Source: an optimization exercise on an open RTL-to-GDS flow (aim: small area). Production flows keep margins and buffers that such runs may drop. Function was checked by simulation only, so behaviour that the tests miss may differ from the original. No activity file was given, so power comes from the tool's default toggle rates.

==> try-sierra <==
==> flow/design.v <==
`default_nettype none
package rram_isa_pkg;
    localparam int INSTR_W      = 4;
    localparam int OPCODE_W     = 16;
    localparam int INSTR_WORD_W = INSTR_W + OPCODE_W;    
    typedef enum logic [INSTR_W-1:0] {
        INSTR_STORE_RRAM      = 4'd4,
        INSTR_READ_RRAM       = 4'd5,
        INSTR_HAM_SEG_COMPUTE = 4'd7
    } instr_code_t;
    typedef struct packed {
        logic [2:0] burst;       
        logic [2:0] col_base;    
        logic [9:0] row_addr;
    } access_op_t;
    typedef struct packed {
        logic [6:0] rsvd;
        logic       rd_en;       
        logic       acc_clear;   
        logic [3:0] col_burst;   
        logic [2:0] row_seg;
    } compute_op_t;
    typedef union packed {
        access_op_t  access;
        compute_op_t compute;
    } opcode_u;
endpackage
`default_nettype wire
`default_nettype none
package xbar_pkg;
    typedef enum logic [2:0] {
        CMD_NOP,
        CMD_WRITE_WEIGHTS,
        CMD_PROGRAM,
        CMD_READ_CELL,
        CMD_READ_ADC_OUT,
        CMD_WRITE_INPUTS,
        CMD_COMPUTE,
        CMD_READ_PHD
    } xbar_cmd_t;
    localparam logic [2:0] DRV_REF     = 3'b100;
    localparam logic [2:0] DRV_READ_BL = 3'b001;
    localparam logic [2:0] DRV_FLOAT   = 3'b000;
    localparam int ADC_W       = 4;
    localparam int ADC_THERM_W = 15;
    localparam int PHD_ACC_W   = 16;
    localparam int DEF_NUM_WL       = 64;
    localparam int DEF_NUM_SL       = 64;
    localparam int DEF_NUM_ADC      = 4;
    localparam int DEF_DATA_W       = 16;
    localparam int DEF_WRITE_PULSES = 4;
endpackage
`default_nettype wire
`timescale 1ns/1ps
`default_nettype none
module rram_ctrl_top #(
    parameter int NUM_WL       = xbar_pkg::DEF_NUM_WL,
    parameter int NUM_SL       = xbar_pkg::DEF_NUM_SL,
    parameter int NUM_ADC      = xbar_pkg::DEF_NUM_ADC,
    parameter int DATA_W       = xbar_pkg::DEF_DATA_W,
    parameter int WRITE_PULSES = xbar_pkg::DEF_WRITE_PULSES
) (
    input  logic                                     CLK,
    input  logic                                     RESET_ACC,
    input  logic [rram_isa_pkg::INSTR_WORD_W-1:0]    instr_dout,    
    input  logic                                     instr_empty,
    output logic                                     instr_pop_n,
    input  logic [DATA_W-1:0]                        data_dout,     
    input  logic                                     data_empty,
    output logic                                     data_pop_n,
    input  logic                                     out_full,      
    output logic                                     out_push_n,
    output logic [DATA_W-1:0]                        out_din,
    output logic [NUM_WL-1:0]                        wl_sel,        
    output logic                                     wl_bias_sel,
    output logic [NUM_SL*3-1:0]                      bl_sel,
    output logic [NUM_SL*3-1:0]                      sl_sel,
    output logic [NUM_SL-1:0]                        sl_mux_sel,
    output logic [2:0]                               bl_bias_sel,
    output logic                                     sl_bias_sel,
    input  logic [NUM_ADC*xbar_pkg::ADC_THERM_W-1:0] adc_therm
);
    localparam logic [2:0] S_INIT    = 3'b000;
    localparam logic [2:0] S_IDLE    = 3'b001;
    localparam logic [2:0] S_LOAD    = 3'b010;
    localparam logic [2:0] S_STORE   = 3'b011;
    localparam logic [2:0] S_PHD     = 3'b100;
    localparam logic [2:0] S_RDOUT   = 3'b101;
    localparam logic [2:0] S_COMPUTE = 3'b110;
    localparam logic [2:0] S_RDCELL  = 3'b111;
    logic [2:0]  state;
    logic [6:0]  op;       
    logic [3:0]  cnt;      
    logic [2:0]  ptr;
    logic [2:0]  rem;
    logic [63:0] bank_l, bank_h;
    logic [15:0] dq;       
    logic [15:0] acc [4];
    logic [3:0]  code [4];
    logic [3:0] new_code;
    assign new_code = instr_dout[19:16];
    logic st_idle, st_store, st_load, st_rdcell, st_compute, st_rdout, st_phd;
    assign st_idle    = (state == S_IDLE);
    assign st_store   = (state == S_STORE);
    assign st_load    = (state == S_LOAD);
    assign st_rdcell  = (state == S_RDCELL);
    assign st_compute = (state == S_COMPUTE);
    assign st_rdout   = (state == S_RDOUT);
    assign st_phd     = (state == S_PHD);
    logic instr_pop, data_pop, out_push, prog, rc, last;
    assign instr_pop = st_idle && !instr_empty;
    assign data_pop  = ((st_store && !cnt[3]) || st_load) && !data_empty;
    assign out_push  = (st_rdout || st_phd) && !out_full;
    assign prog      = st_store && cnt[3];
    assign rc        = st_rdcell || st_compute;
    assign last      = (rem == 3'd0);
    assign instr_pop_n = !instr_pop;
    assign data_pop_n  = !data_pop;
    assign out_push_n  = !out_push;
    always_ff @(posedge CLK) begin
        if (RESET_ACC) begin
            state <= S_INIT;
        end else begin
            case (state)
                S_INIT: state <= S_IDLE;
                S_IDLE: begin
                    if (!instr_empty) begin
                        case (new_code)
                            4'd4:    state <= S_STORE;
                            4'd5:    state <= S_RDCELL;
                            4'd7:    state <= instr_dout[8] ? S_PHD : S_LOAD;
                            default: state <= S_IDLE;
                        endcase
                    end
                end
                S_STORE:   if (cnt == 4'd15 && last) state <= S_IDLE;
                S_RDCELL:  if (cnt == 4'd15) state <= S_RDOUT;
                S_RDOUT:   if (!out_full && last) state <= S_IDLE;
                S_LOAD:    if (!data_empty) state <= S_COMPUTE;
                S_COMPUTE: if (cnt == op[6:3]) state <= S_IDLE;
                S_PHD:     if (!out_full && cnt[1:0] == 2'd3) state <= S_IDLE;
                default:   state <= S_IDLE;
            endcase
        end
    end
    always_ff @(posedge CLK) begin
        if (st_idle) begin
            cnt <= 4'd0;
            op  <= instr_dout[6:0];
            ptr <= instr_dout[12:10];
            rem <= instr_dout[15:13];
        end else begin
            if (st_store && !cnt[3]) begin
                if (!data_empty) cnt <= 4'd8;
            end else if (st_store || rc || (st_phd && !out_full)) begin
                cnt <= cnt + 4'd1;
            end
            if ((st_store && cnt == 4'd15) || (st_rdout && !out_full)) begin
                ptr <= ptr + 3'd1;
                rem <= rem - 3'd1;
            end
        end
    end
    function automatic logic [1:0] fa(input logic x, input logic y, input logic z);
        fa = 2'(x) + 2'(y) + 2'(z);
    endfunction
    always_comb begin
        for (int a = 0; a < 4; a++) begin
            logic [14:0] t;
            logic [1:0]  f0, f1, f2, f3, f4, g0, g1, h0, h1, h2, k0;
            t  = adc_therm[15 * a +: 15];
            f0 = fa(t[0], t[1], t[2]);
            f1 = fa(t[3], t[4], t[5]);
            f2 = fa(t[6], t[7], t[8]);
            f3 = fa(t[9], t[10], t[11]);
            f4 = fa(t[12], t[13], t[14]);
            g0 = fa(f0[0], f1[0], f2[0]);
            g1 = fa(f3[0], f4[0], g0[0]);              
            h0 = fa(f0[1], f1[1], f2[1]);
            h1 = fa(f3[1], f4[1], g0[1]);
            h2 = fa(g1[1], h0[0], h1[0]);              
            k0 = fa(h0[1], h1[1], h2[1]);              
            code[a] = {k0, h2[0], g1[0]};
        end
    end
    logic [3:0] in_l, in_h;
    assign in_l = ({1'b0, cnt[3:2]} < ptr) ? code[2] : code[0];
    assign in_h = ({1'b1, cnt[3:2]} < ptr) ? code[3] : code[1];
    always_ff @(posedge CLK) begin
        if (st_rdcell) begin
            bank_l <= {in_l, bank_l[63:4]};
            bank_h <= {in_h, bank_h[63:4]};
        end else if (data_pop) begin
            bank_l[63:48] <= data_dout;
        end
    end
    assign dq = bank_l[63:48];
    logic clear;
    assign clear = instr_pop && new_code == 4'd7 && instr_dout[7] && !instr_dout[8];
    logic [15:0] acc_sum [4];
    always_comb begin
        for (int a = 0; a < 4; a++) begin
            logic [3:0] add;
            logic       c;
            add = code[a] & {4{st_compute}};
            c   = 1'b0;
            for (int b = 0; b < 16; b++) begin
                if (b < 4) begin
                    acc_sum[a][b] = acc[a][b] ^ add[b] ^ c;
                    c = (acc[a][b] & add[b]) | (acc[a][b] & c) | (add[b] & c);
                end else begin
                    acc_sum[a][b] = acc[a][b] ^ c;
                    c = acc[a][b] & c;
                end
            end
        end
    end
    always_ff @(posedge CLK) begin
        for (int a = 0; a < 4; a++) begin
            acc[a] <= (RESET_ACC || clear) ? 16'd0 : acc_sum[a];
        end
    end
    always_comb begin
        out_din = 16'd0;
        for (int w = 0; w < 4; w++) begin
            out_din = out_din
                    | ({16{state[0] && !ptr[2] && ptr[1:0] == 2'(w)}} & bank_l[16 * w +: 16])
                    | ({16{state[0] &&  ptr[2] && ptr[1:0] == 2'(w)}} & bank_h[16 * w +: 16])
                    | ({16{!state[0] && cnt[1:0] == 2'(w)}} & acc[w]);
        end
    end
    logic rowsel;
    assign rowsel      = prog || st_rdcell;
    assign wl_bias_sel = prog;
    always_comb begin
        for (int k = 0; k < 64; k++) begin
            wl_sel[k] = (rowsel && op[5:0] == 6'(k))
                     || (st_compute && op[0] == k[5] && (dq[(k >> 1) & 15] ^ k[0]));
        end
    end
    logic [15:0] x;
    logic [3:0]  gsel;
    logic [15:0] rsel;
    assign x = dq ^ {16{cnt[2]}};    
    always_comb begin
        for (int g = 0; g < 4; g++) gsel[g] = prog && ptr[1:0] == 2'(g);
        for (int b = 0; b < 16; b++) rsel[b] = rc && cnt == 4'(b);
        for (int i = 0; i < 64; i++) begin
            bl_sel[3 * i + 2] = !(gsel[i / 16] || rsel[i % 16]);
            bl_sel[3 * i + 1] = gsel[i / 16] && !x[i % 16];
            bl_sel[3 * i + 0] = !(bl_sel[3 * i + 2] || bl_sel[3 * i + 1]);
            sl_sel[3 * i + 2] = bl_sel[3 * i + 2];
            sl_sel[3 * i + 1] = gsel[i / 16] && x[i % 16];
            sl_sel[3 * i + 0] = bl_sel[3 * i + 1];
            sl_mux_sel[i]     = rsel[i % 16];
        end
    end
    assign bl_bias_sel = {3{prog}};
    assign sl_bias_sel = prog;
endmodule
`default_nettype wire
==> flow/flow/run.sh <==
#!/bin/bash
# The standard layout (standard.sh) with three changes:
#  - synthesis is the standard one except that ABC maps the logic with an
#    area-oriented script (area.abc, used as the ORFS abc_area.script of a
#    copy of the ORFS scripts, with ABC_AREA=1); the registers come out the
#    same as in the standard synthesis
#  - each port is buffered by the smallest buffer, sky130_fd_sc_hd__buf_1,
#    instead of the one buffer_ports picks itself
#  - clock tree built from clkbuf_4 buffers, each driving a cluster of up to
#    10 registers, without dummy loads
set -euo pipefail
export BUFFER_PORTS_ARGS="-buffer_cell sky130_fd_sc_hd__buf_1"
export CTS_ARGS="-sink_clustering_enable -repair_clock_nets -dont_use_dummy_load -buf_list sky130_fd_sc_hd__clkbuf_4 -root_buf sky130_fd_sc_hd__clkbuf_4 -sink_clustering_size 10 -sink_clustering_max_diameter 50"
W=$PWD
rm -rf "$W/scripts_area"
cp -r "$FLOW_HOME/scripts" "$W/scripts_area"
cp "$W/flow/area.abc" "$W/scripts_area/abc_area.script"
bash standard.sh SCRIPTS_DIR="$W/scripts_area" ABC_AREA=1 synth > standard_synth.log 2>&1
bash standard.sh > standard_flow.log 2>&1
==> flow/flow/area.abc <==
strash
dc2
&get -n
&st
&dch
&nf -R 1000
&st
&dch
&nf -R 1000
&put
dnsize
==> flow/standard.sh <==
#!/bin/bash
# synth_recipe.tcl (not shown) runs the flow's synth.tcl, then flattens the netlist and writes it again
# the make line also repeats each setting of config.mk as NAME=value (left out here)
make -C /OpenROAD-flow-scripts/flow DESIGN_CONFIG=/design/flow/config.mk WORK_HOME=/design/flow/orfs CLKGATE_MAP_FILE= SYNTH_SCRIPT=/design/flow/synth_recipe.tcl "${@:-finish}"
==> flow/config.mk <==
export PLATFORM = sky130hd
export DESIGN_NAME = rram_ctrl_top
export DESIGN_NICKNAME = rram_ctrl_top
export VERILOG_FILES = /design/flow/design.v
export SDC_FILE = /design/flow/constraint.sdc
export NUM_CORES = 4
export LEC_CHECK = 0
export CAP_MARGIN = 20
export CORE_AREA = 50 50 230 200
export DIE_AREA = 0 0 280 250
export PLACE_DENSITY = 0.65
export SLEW_MARGIN = 20
==> flow/constraint.sdc <==
create_clock -name core_clock -period 10.0 [get_ports {CLK}]
set_input_delay 2.0000 -clock core_clock [delete_from_list [all_inputs] [get_ports {CLK}]]
set_output_delay 2.0000 -clock core_clock [all_outputs]
set_load 0.01 [all_outputs]
==> try-pepper (differences from try-sierra) <==
--- a/flow/design.v
+++ b/flow/design.v
@@ -233,8 +233,18 @@
     assign rowsel      = prog || st_rdcell;
     assign wl_bias_sel = prog;
+    logic [7:0] row_hi, row_lo;
+    logic [1:0] seg_on;
+    always_comb begin
+        for (int j = 0; j < 8; j++) begin
+            row_hi[j] = rowsel && op[5:3] == 3'(j);
+            row_lo[j] = op[2:0] == 3'(j);
+        end
+        seg_on[0] = st_compute && !op[0];
+        seg_on[1] = st_compute && op[0];
+    end
     always_comb begin
         for (int k = 0; k < 64; k++) begin
-            wl_sel[k] = (rowsel && op[5:0] == 6'(k))
-                     || (st_compute && op[0] == k[5] && (dq[(k >> 1) & 15] ^ k[0]));
+            wl_sel[k] = (row_hi[k / 8] && row_lo[k % 8])
+                     || (seg_on[k / 32] && (dq[(k >> 1) & 15] ^ k[0]));
         end
     end
==> flow/flow/run.sh (replaced) <==
#!/bin/bash
set -euo pipefail
export BUFFER_PORTS_ARGS="-buffer_cell sky130_fd_sc_hd__buf_1"
export CTS_ARGS="-sink_clustering_enable -repair_clock_nets -dont_use_dummy_load -buf_list sky130_fd_sc_hd__clkbuf_8 -root_buf sky130_fd_sc_hd__clkbuf_8 -sink_clustering_size 14 -sink_clustering_max_diameter 60"
W=$PWD
export PRE_GLOBAL_PLACE_TCL="$W/flow/pre_gpl.tcl"
rm -rf "$W/scripts_area"
cp -r "$FLOW_HOME/scripts" "$W/scripts_area"
cp "$W/flow/area.abc" "$W/scripts_area/abc_area.script"
bash standard.sh SCRIPTS_DIR="$W/scripts_area" ABC_AREA=1 synth > standard_synth.log 2>&1
bash standard.sh > standard_flow.log 2>&1
==> flow/flow/pre_gpl.tcl (new file) <==
# Timing-driven global placement is off (GPL_TIMING_DRIVEN 0), which also
# skips its remove_buffers; remove synthesis buffers here instead.
remove_buffers
Settings changed: CORE_AREA 50 50 230 200 to 50 50 210 180, DIE_AREA 0 0 280 250 to 0 0 260 230, GPL_TIMING_DRIVEN set to 0, PLACE_DENSITY 0.65 to 0.8.
==> try-quartz (differences from try-sierra) <==
--- a/flow/design.v
+++ b/flow/design.v
@@ -163,5 +163,5 @@
     end
     function automatic logic [1:0] fa(input logic x, input logic y, input logic z);
-        fa = 2'(x) + 2'(y) + 2'(z);
+        fa = {(x & y) | (x & z) | (y & z), x ^ y ^ z};
     endfunction
     always_comb begin
@@ -249,8 +249,8 @@
             bl_sel[3 * i + 2] = !(gsel[i / 16] || rsel[i % 16]);
             bl_sel[3 * i + 1] = gsel[i / 16] && !x[i % 16];
-            bl_sel[3 * i + 0] = !(bl_sel[3 * i + 2] || bl_sel[3 * i + 1]);
-            sl_sel[3 * i + 2] = bl_sel[3 * i + 2];
+            bl_sel[3 * i + 0] = (gsel[i / 16] && x[i % 16]) || rsel[i % 16];
+            sl_sel[3 * i + 2] = !(gsel[i / 16] || rsel[i % 16]);
             sl_sel[3 * i + 1] = gsel[i / 16] && x[i % 16];
-            sl_sel[3 * i + 0] = bl_sel[3 * i + 1];
+            sl_sel[3 * i + 0] = gsel[i / 16] && !x[i % 16];
             sl_mux_sel[i]     = rsel[i % 16];
         end
==> flow/flow/run.sh (replaced) <==
#!/bin/bash
set -euo pipefail
export BUFFER_PORTS_ARGS="-buffer_cell sky130_fd_sc_hd__buf_1"
export CTS_ARGS="-sink_clustering_enable -repair_clock_nets -dont_use_dummy_load -buf_list sky130_fd_sc_hd__clkbuf_8 -root_buf sky130_fd_sc_hd__clkbuf_8 -sink_clustering_size 14 -sink_clustering_max_diameter 60"
bash standard.sh > standard_flow.log 2>&1
Settings changed: CORE_AREA 50 50 230 200 to 50 50 210 180, DIE_AREA 0 0 280 250 to 0 0 260 230, PLACE_DENSITY 0.65 to 0.8.
removed: flow/flow/area.abc
==> run notes <==
overall power 2430 uW; Synth Area in Compound Gates 9.95%; Worst EP required 10.54 ns; post-synthesis simple-gate area fraction 18.8%; GRT Total Usage 23.1%; status no timing/DRC/antenna violations; Avg Vias per Cell 5.88; Pre-Repair DR Iteration Count 10; DP Wirelength 82.3 mm; Vias 13,100; commonest non-fill, non-tap cells in the layout buf_1, nor2_1, edfxtp_1
# the run above: try-sierra

==> run notes <==
status no timing/DRC/antenna violations; post-synthesis simple-gate area fraction 19.4%; Vias 13,300; Synth Area in Compound Gates 9.11%; Avg Vias per Cell 6.28; Worst EP required 10.42 ns; Pre-Repair DR Iteration Count 8; GRT Total Usage 26.7%
# the run above: try-pepper

==> run notes <==
status no timing/DRC/antenna violations; Pre-Repair DR Iteration Count 9; DP Wirelength 79.4 mm; post-synthesis simple-gate area fraction 15.2%; Worst EP required 10.43 ns; Synth Area in Compound Gates 12.4%; post-DR wirelength/cell 42.0 um; commonest non-fill, non-tap cells in the layout buf_1, nor2_1, edfxtp_1; GRT Total Usage 26.4%; overall power 1800 uW; Avg Vias per Cell 6.31
# the run above: try-quartz

[port drivers added, routing unchanged]
In the flow no input, the clock included, has a driving cell. The finished layouts below were timed again as built, in two steps.
Step 1 assumes that a clkbuf_16 drives the clock port and a buf_2 every other input.
Step 2 times the ports against the registers' clock, not the clock port: input delays grow and output delays shrink by t, the midpoint of the rising clock arrivals with the driver on.
Slacks: ideal / step 1 / step 2; pairs: ideal / step 1.
run	t, ns	setup WS [ns]	latest minus earliest clock arrival (ns)	worst slew at a driven data input, ns
try-sierra	0.694	2.499 / 2.489 / 1.795	0.036 / 0.035	0.15
try-pepper	0.543	2.344 / 2.323 / 1.780	0.043 / 0.043	0.15
try-quartz	0.556	2.537 / 2.536 / 1.980	0.057 / 0.056	0.14
After both steps every run listed still meets setup and hold. The setup slack of try-sierra, which loses most, moves by -0.010 ns with the drivers and by -0.704 ns with both steps.
